Context: an optimization exercise on an open-source flow, tuned for a short achievable clock period and few clock cycles per item. The choices shown serve that exercise and are no tape-out recipe. In this exercise RTL edits were held to simulation tests only and were not proved equivalent to the original.

==> v12: inputs <==
## stack_cpu
module stack_cpu #(
    parameter int DATA_LEN    = stack_cpu_pkg::data_len,
    parameter int ADDR_LEN    = stack_cpu_pkg::addr_len,
    parameter int STACK_DEPTH = 8
) (
    input  logic                             clk,
    input  logic                             rstn,
    input  logic                             start,
    input  stack_cpu_pkg::opcode_t           opcode,
    input  stack_cpu_pkg::data_word_t        operand,
    output logic                             done,
    output stack_cpu_pkg::data_word_t        stack_top,
    output logic [$clog2(STACK_DEPTH+1)-1:0] stack_count,
    output logic                             fault
);
==> module data_ram, before the edit <==
module data_ram #(
    parameter int DATA_LEN = stack_cpu_pkg::data_len,
    parameter int HB       = 1
) (
    input  logic                        clk,
    input  logic                        wr_en,
    input  stack_cpu_pkg::mem_addr_t    addr,
    input  stack_cpu_pkg::data_word_t   wr_data,
    output logic [(2**HB)*DATA_LEN-1:0] rd_part
);
    localparam int NB = 2 ** HB;
    localparam int LO = 8 - HB;
    logic [DATA_LEN-1:0] lvl [9][256];    
    logic                wb_valid;
    logic [7:0]          wb_addr;
    logic [DATA_LEN-1:0] wb_data;
    logic [15:0]         wb_hi, wb_lo;    
    always_ff @(posedge clk) begin
        wb_valid <= wr_en;
        wb_addr  <= addr;
        wb_data  <= wr_data;
        wb_hi    <= wr_en ? (16'd1 << addr[7:4]) : 16'd0;
        wb_lo    <= wr_en ? (16'd1 << addr[3:0]) : 16'd0;
    end
    for (genvar w = 0; w < 256; w++) begin : g_word
        logic [DATA_LEN-1:0] q;
        always_ff @(posedge clk) begin
            if (wb_hi[w / 16] && wb_lo[w % 16]) begin
                q <= wb_data;
            end
        end
        assign lvl[0][w] = q;
    end
    for (genvar l = 0; l < LO; l++) begin : g_lvl
        for (genvar i = 0; i < (256 >> (l + 1)); i++) begin : g_mux
            assign lvl[l+1][i] = addr[l] ? lvl[l][2*i+1] : lvl[l][2*i];
        end
    end
    logic lo_hit;
    assign lo_hit = wb_valid && wb_addr[LO-1:0] == addr[LO-1:0];
    for (genvar b = 0; b < NB; b++) begin : g_bank
        assign rd_part[b*DATA_LEN +: DATA_LEN] =
            (lo_hit && wb_addr[7:LO] == HB'(b)) ? wb_data : lvl[LO][b];
    end
endmodule
==> module stack_cpu, before the edit <==
module stack_cpu #(
    parameter int DATA_LEN    = stack_cpu_pkg::data_len,
    parameter int ADDR_LEN    = stack_cpu_pkg::addr_len,
    parameter int STACK_DEPTH = 8
) (
    input  logic                             clk,
    input  logic                             rstn,
    input  logic                             start,
    input  stack_cpu_pkg::opcode_t           opcode,
    input  stack_cpu_pkg::data_word_t        operand,
    output logic                             done,
    output stack_cpu_pkg::data_word_t        stack_top,
    output logic [$clog2(STACK_DEPTH+1)-1:0] stack_count,
    output logic                             fault
);
    localparam int CNT_W = $clog2(STACK_DEPTH + 1);
    localparam int HB = 1;
    localparam int NB = 2 ** HB;
    logic is_push, is_load, is_store, is_alu;
    logic full, empty, lt2;
    logic push_ok, load_ok, pop_op;
    logic [DATA_LEN-1:0] top_q, top_n_q, alu_q, alu_n_q;
    logic [DATA_LEN-1:0] ld_q [NB];
    logic [DATA_LEN-1:0] ld_n_q [NB];
    logic [DATA_LEN-1:0] ld_d [NB];
    logic [DATA_LEN-1:0] ld_or, ld_n_and;
    logic [DATA_LEN-1:0] top_i, top_d, second, alu_r;
    logic [DATA_LEN-1:0] alu_d, keep_d;
    logic [NB*DATA_LEN-1:0] rd_part;
    logic [CNT_W-1:0]    count_q, count_n_q, count, count_d;
    assign done = start;
    assign is_push  = start && opcode == stack_cpu_pkg::OP_PUSH;
    assign is_load  = start && opcode == stack_cpu_pkg::OP_LOAD;
    assign is_store = start && opcode == stack_cpu_pkg::OP_STORE;
    assign is_alu   = start && opcode[3:2] == 2'b10;
    assign full  = (count == CNT_W'(STACK_DEPTH));
    assign empty = (count == '0);
    assign lt2   = (count < CNT_W'(2));
    assign push_ok = (is_push || is_load) && !full;
    assign load_ok = is_load && !full;
    assign pop_op  = is_store || is_alu;
    always_comb begin
        ld_or    = '0;
        ld_n_and = '1;
        for (int b = 0; b < NB; b++) begin
            ld_or    = ld_or | ld_q[b];
            ld_n_and = ld_n_and & ld_n_q[b];
        end
    end
    assign stack_top   = ld_or | alu_q | top_q;
    assign stack_count = count_q;
    assign count       = ~count_n_q;
    always_comb begin
        count_d = count;
        if (push_ok) begin
            count_d = count + 1'b1;
        end else if (is_store) begin
            if (!empty) count_d = count - 1'b1;
        end else if (is_alu) begin
            if (!lt2) count_d = count - 1'b1;
            else      count_d = CNT_W'(1);
        end
    end
    assign top_i = ~(ld_n_and & alu_n_q & top_n_q);
    stack_alu_unit #(.DATA_LEN(DATA_LEN)) u_alu (
        .a(second), .b(top_i), .op(opcode[1:0]), .r(alu_r)
    );
    stack_memory #(.DATA_LEN(DATA_LEN), .STACK_DEPTH(STACK_DEPTH)) u_stack (
        .clk(clk), .rstn(rstn), .push(push_ok), .pop(pop_op),
        .top(top_i), .second(second)
    );
    data_ram #(.DATA_LEN(DATA_LEN), .HB(HB)) u_ram (
        .clk(clk), .wr_en(is_store), .addr(operand), .wr_data(top_i),
        .rd_part(rd_part)
    );
    always_comb begin
        top_d = top_i;
        if (is_push && !full) begin
            top_d = operand;
        end else if (is_store) begin
            top_d = second;
        end
    end
    for (genvar b = 0; b < NB; b++) begin : g_ld
        assign ld_d[b] = (load_ok && operand[ADDR_LEN-1:ADDR_LEN-HB] == HB'(b)) ?
                         rd_part[b*DATA_LEN +: DATA_LEN] : '0;
        always_ff @(posedge clk or negedge rstn) begin
            if (!rstn) begin
                ld_q[b]   <= '0;
                ld_n_q[b] <= '1;
            end else begin
                ld_q[b]   <= ld_d[b];
                ld_n_q[b] <= ~ld_d[b];
            end
        end
    end
    assign alu_d  = is_alu ? alu_r : '0;
    assign keep_d = (load_ok || is_alu) ? '0 : top_d;
    always_ff @(posedge clk or negedge rstn) begin
        if (!rstn) begin
            alu_n_q <= '1;
            top_n_q <= '1;
        end else begin
            alu_n_q <= ~alu_d;
            top_n_q <= ~keep_d;
        end
    end
    always_ff @(posedge clk or negedge rstn) begin
        if (!rstn) begin
            top_q  <= '0;
            alu_q  <= '0;
            count_q   <= '0;
            count_n_q <= '1;
            fault  <= 1'b0;
        end else begin
            top_q  <= keep_d;
            alu_q  <= alu_d;
            count_q   <= count_d;
            count_n_q <= ~count_d;
            if (((is_push || is_load) && full) || (is_store && empty) || (is_alu && lt2)) begin
                fault <= 1'b1;
            end
        end
    end
endmodule
make LEC_CHECK=0 CAP_MARGIN=20 CORE_MARGIN=2 CORE_UTILIZATION=60 PLACE_DENSITY=0.7 SETUP_SLACK_MARGIN=2.4 SLEW_MARGIN=20 finish   # period 5.0 ns
run.sh (not shown) runs the stock make flow with config.mk's settings and CLKGATE_MAP_FILE= SYNTH_SCRIPT=/design/flow/synth_recipe.tcl, a recipe that flattens the netlist after the stock synthesis.
==> v39: changes against v12 <==
--- a/flow/design.v
+++ b/flow/design.v
@@ -57,16 +57,13 @@
 `timescale 1ns/1ps
 module data_ram #(
-    parameter int DATA_LEN = stack_cpu_pkg::data_len,
-    parameter int HB       = 1
-) (
-    input  logic                        clk,
-    input  logic                        wr_en,
-    input  stack_cpu_pkg::mem_addr_t    addr,
-    input  stack_cpu_pkg::data_word_t   wr_data,
-    output logic [(2**HB)*DATA_LEN-1:0] rd_part
-);
-    localparam int NB = 2 ** HB;
-    localparam int LO = 8 - HB;
-    logic [DATA_LEN-1:0] lvl [9][256];    
+    parameter int DATA_LEN = stack_cpu_pkg::data_len
+) (
+    input  logic                      clk,
+    input  logic                      wr_en,
+    input  stack_cpu_pkg::mem_addr_t  addr,
+    input  stack_cpu_pkg::data_word_t wr_data,
+    output stack_cpu_pkg::data_word_t rd_data
+);
+    logic [DATA_LEN-1:0] mem [256];    
     logic                wb_valid;
     logic [7:0]          wb_addr;
@@ -87,17 +84,7 @@
             end
         end
-        assign lvl[0][w] = q;
-    end
-    for (genvar l = 0; l < LO; l++) begin : g_lvl
-        for (genvar i = 0; i < (256 >> (l + 1)); i++) begin : g_mux
-            assign lvl[l+1][i] = addr[l] ? lvl[l][2*i+1] : lvl[l][2*i];
-        end
-    end
-    logic lo_hit;
-    assign lo_hit = wb_valid && wb_addr[LO-1:0] == addr[LO-1:0];
-    for (genvar b = 0; b < NB; b++) begin : g_bank
-        assign rd_part[b*DATA_LEN +: DATA_LEN] =
-            (lo_hit && wb_addr[7:LO] == HB'(b)) ? wb_data : lvl[LO][b];
-    end
+        assign mem[w] = q;
+    end
+    assign rd_data = (wb_valid && wb_addr == addr) ? wb_data : mem[addr];
 endmodule
 `timescale 1ns/1ps
@@ -169,18 +156,9 @@
 );
     localparam int CNT_W = $clog2(STACK_DEPTH + 1);
-    localparam int HB = 1;
-    localparam int NB = 2 ** HB;
     logic is_push, is_load, is_store, is_alu;
     logic full, empty, lt2;
-    logic push_ok, load_ok, pop_op;
-    logic [DATA_LEN-1:0] top_q, top_n_q, alu_q, alu_n_q;
-    logic [DATA_LEN-1:0] ld_q [NB];
-    logic [DATA_LEN-1:0] ld_n_q [NB];
-    logic [DATA_LEN-1:0] ld_d [NB];
-    logic [DATA_LEN-1:0] ld_or, ld_n_and;
-    logic [DATA_LEN-1:0] top_i, top_d, second, alu_r;
-    logic [DATA_LEN-1:0] alu_d, keep_d;
-    logic [NB*DATA_LEN-1:0] rd_part;
-    logic [CNT_W-1:0]    count_q, count_n_q, count, count_d;
+    logic push_ok, pop_op;
+    logic [DATA_LEN-1:0] top_q, top_n_q, top_d, second, alu_r, rd_data;
+    logic [CNT_W-1:0]    count;
     assign done = start;
     assign is_push  = start && opcode == stack_cpu_pkg::OP_PUSH;
@@ -192,84 +170,50 @@
     assign lt2   = (count < CNT_W'(2));
     assign push_ok = (is_push || is_load) && !full;
-    assign load_ok = is_load && !full;
     assign pop_op  = is_store || is_alu;
-    always_comb begin
-        ld_or    = '0;
-        ld_n_and = '1;
-        for (int b = 0; b < NB; b++) begin
-            ld_or    = ld_or | ld_q[b];
-            ld_n_and = ld_n_and & ld_n_q[b];
-        end
-    end
-    assign stack_top   = ld_or | alu_q | top_q;
-    assign stack_count = count_q;
-    assign count       = ~count_n_q;
-    always_comb begin
-        count_d = count;
-        if (push_ok) begin
-            count_d = count + 1'b1;
-        end else if (is_store) begin
-            if (!empty) count_d = count - 1'b1;
-        end else if (is_alu) begin
-            if (!lt2) count_d = count - 1'b1;
-            else      count_d = CNT_W'(1);
-        end
-    end
-    assign top_i = ~(ld_n_and & alu_n_q & top_n_q);
     stack_alu_unit #(.DATA_LEN(DATA_LEN)) u_alu (
-        .a(second), .b(top_i), .op(opcode[1:0]), .r(alu_r)
+        .a(second), .b(~top_n_q), .op(opcode[1:0]), .r(alu_r)
     );
+    assign stack_top   = top_q;
+    assign stack_count = count;
     stack_memory #(.DATA_LEN(DATA_LEN), .STACK_DEPTH(STACK_DEPTH)) u_stack (
         .clk(clk), .rstn(rstn), .push(push_ok), .pop(pop_op),
-        .top(top_i), .second(second)
+        .top(top_q), .second(second)
     );
-    data_ram #(.DATA_LEN(DATA_LEN), .HB(HB)) u_ram (
-        .clk(clk), .wr_en(is_store), .addr(operand), .wr_data(top_i),
-        .rd_part(rd_part)
+    data_ram #(.DATA_LEN(DATA_LEN)) u_ram (
+        .clk(clk), .wr_en(is_store), .addr(operand), .wr_data(top_q),
+        .rd_data(rd_data)
     );
     always_comb begin
-        top_d = top_i;
-        if (is_push && !full) begin
-            top_d = operand;
+        top_d = top_q;
+        if (push_ok) begin
+            top_d = is_load ? rd_data : operand;
         end else if (is_store) begin
             top_d = second;
-        end
-    end
-    for (genvar b = 0; b < NB; b++) begin : g_ld
-        assign ld_d[b] = (load_ok && operand[ADDR_LEN-1:ADDR_LEN-HB] == HB'(b)) ?
-                         rd_part[b*DATA_LEN +: DATA_LEN] : '0;
-        always_ff @(posedge clk or negedge rstn) begin
-            if (!rstn) begin
-                ld_q[b]   <= '0;
-                ld_n_q[b] <= '1;
-            end else begin
-                ld_q[b]   <= ld_d[b];
-                ld_n_q[b] <= ~ld_d[b];
-            end
-        end
-    end
-    assign alu_d  = is_alu ? alu_r : '0;
-    assign keep_d = (load_ok || is_alu) ? '0 : top_d;
+        end else if (is_alu) begin
+            top_d = alu_r;
+        end
+    end
     always_ff @(posedge clk or negedge rstn) begin
         if (!rstn) begin
-            alu_n_q <= '1;
             top_n_q <= '1;
         end else begin
-            alu_n_q <= ~alu_d;
-            top_n_q <= ~keep_d;
+            top_n_q <= ~top_d;
         end
     end
     always_ff @(posedge clk or negedge rstn) begin
         if (!rstn) begin
-            top_q  <= '0;
-            alu_q  <= '0;
-            count_q   <= '0;
-            count_n_q <= '1;
-            fault  <= 1'b0;
+            top_q <= '0;
+            count <= '0;
+            fault <= 1'b0;
         end else begin
-            top_q  <= keep_d;
-            alu_q  <= alu_d;
-            count_q   <= count_d;
-            count_n_q <= ~count_d;
+            top_q <= top_d;
+            if (push_ok) begin
+                count <= count + 1'b1;
+            end else if (is_store) begin
+                if (!empty) count <= count - 1'b1;
+            end else if (is_alu) begin
+                if (!lt2) count <= count - 1'b1;
+                else      count <= CNT_W'(1);
+            end
             if (((is_push || is_load) && full) || (is_store && empty) || (is_alu && lt2)) begin
                 fault <= 1'b1;
Settings changed: TNS_END_PERCENT from default to 10.
==> run_summary.xml <==
<?xml version="1.0" encoding="UTF-8"?>
<metrics>
  <group name="place">
    <metric name="dp_hpwl" unit="um">341000</metric>
    <metric name="detailed_place.area" unit="um2">91800</metric>
    <metric name="pre_cts_ws" unit="ps">-632</metric>
  </group>
  <group name="synth">
    <metric name="combinational_family_with_the_most_area_after_synthesis" unit="">compound AO/OA/AOI/OAI gates</metric>
  </group>
  <group name="run_status">
    <metric name="stop_stage" unit="">global routing (5_1_grt)</metric>
    <metric name="error_msg" unit="">[ERROR GRT-0232] Routing congestion too high. Check the congestion heatmap in the GUI.</metric>
    <metric name="run_status" unit="">aborted with a tool error</metric>
  </group>
  <group name="clock_tree">
    <metric name="cts.sink_count" unit="">2174</metric>
  </group>
</metrics>
That was v39.
==> run_summary.xml <==
<?xml version="1.0" encoding="UTF-8"?>
<metrics>
  <group name="clock_tree">
    <metric name="cts.sink_count" unit="">2226</metric>
  </group>
  <group name="synth">
    <metric name="synth.distinct_cells" unit="">85</metric>
    <metric name="combinational_family_with_the_most_area_after_synthesis" unit="">multiplexers</metric>
  </group>
  <group name="run_status">
    <metric name="run_status" unit="">timing/DRC/antenna clean</metric>
  </group>
  <group name="power_and_ir_drop">
    <metric name="switching_fraction" unit="">0.254</metric>
  </group>
  <group name="layout">
    <metric name="dominant_cells" unit="">sequential cells</metric>
  </group>
  <group name="place">
    <metric name="dp_hpwl" unit="um">137000</metric>
    <metric name="pre_cts_ws" unit="ps">677</metric>
  </group>
  <group name="floorplanning">
    <metric name="initial_core_util" unit="">0.606</metric>
  </group>
</metrics>
That was v12.
Testbench counts of v12, summed over its fixed seeds: cycles 16,008, instrs 16,000.
Testbench counts of v39, summed over its fixed seeds: cycles 16,008, instrs 16,000.

## static timing again, ports no longer ideal
No port has a modelled driver above. Below, the same layout with a new extraction and two added sets of constraints.
Step 1 sets driving cells, clkbuf_16 on the clock port and buf_2 on the other inputs (assumed; they add their load-dependent delay and slew).
Step 2, shift: input delay + t, output delay - t, t = (earliest + latest rising clock arrival at the registers) / 2. This alone moves slack from input paths to output paths.
a / b / c = ideal ports / drivers / drivers and shift; a / b = the first two.
run: v12
t (ns): 0.912
slack for setup (ns): 2.052 / 1.914 / 1.002
hold WS [ns]: 0.291 / 0.247 / 0.502
latest minus earliest clock arrival (ns): 0.041 / 0.042
pins driven straight from the clock port: 1
After both steps setup and hold are still met in v12. The setup slack of v12 moves by -0.138 ns with the drivers and by -1.050 ns with both steps.
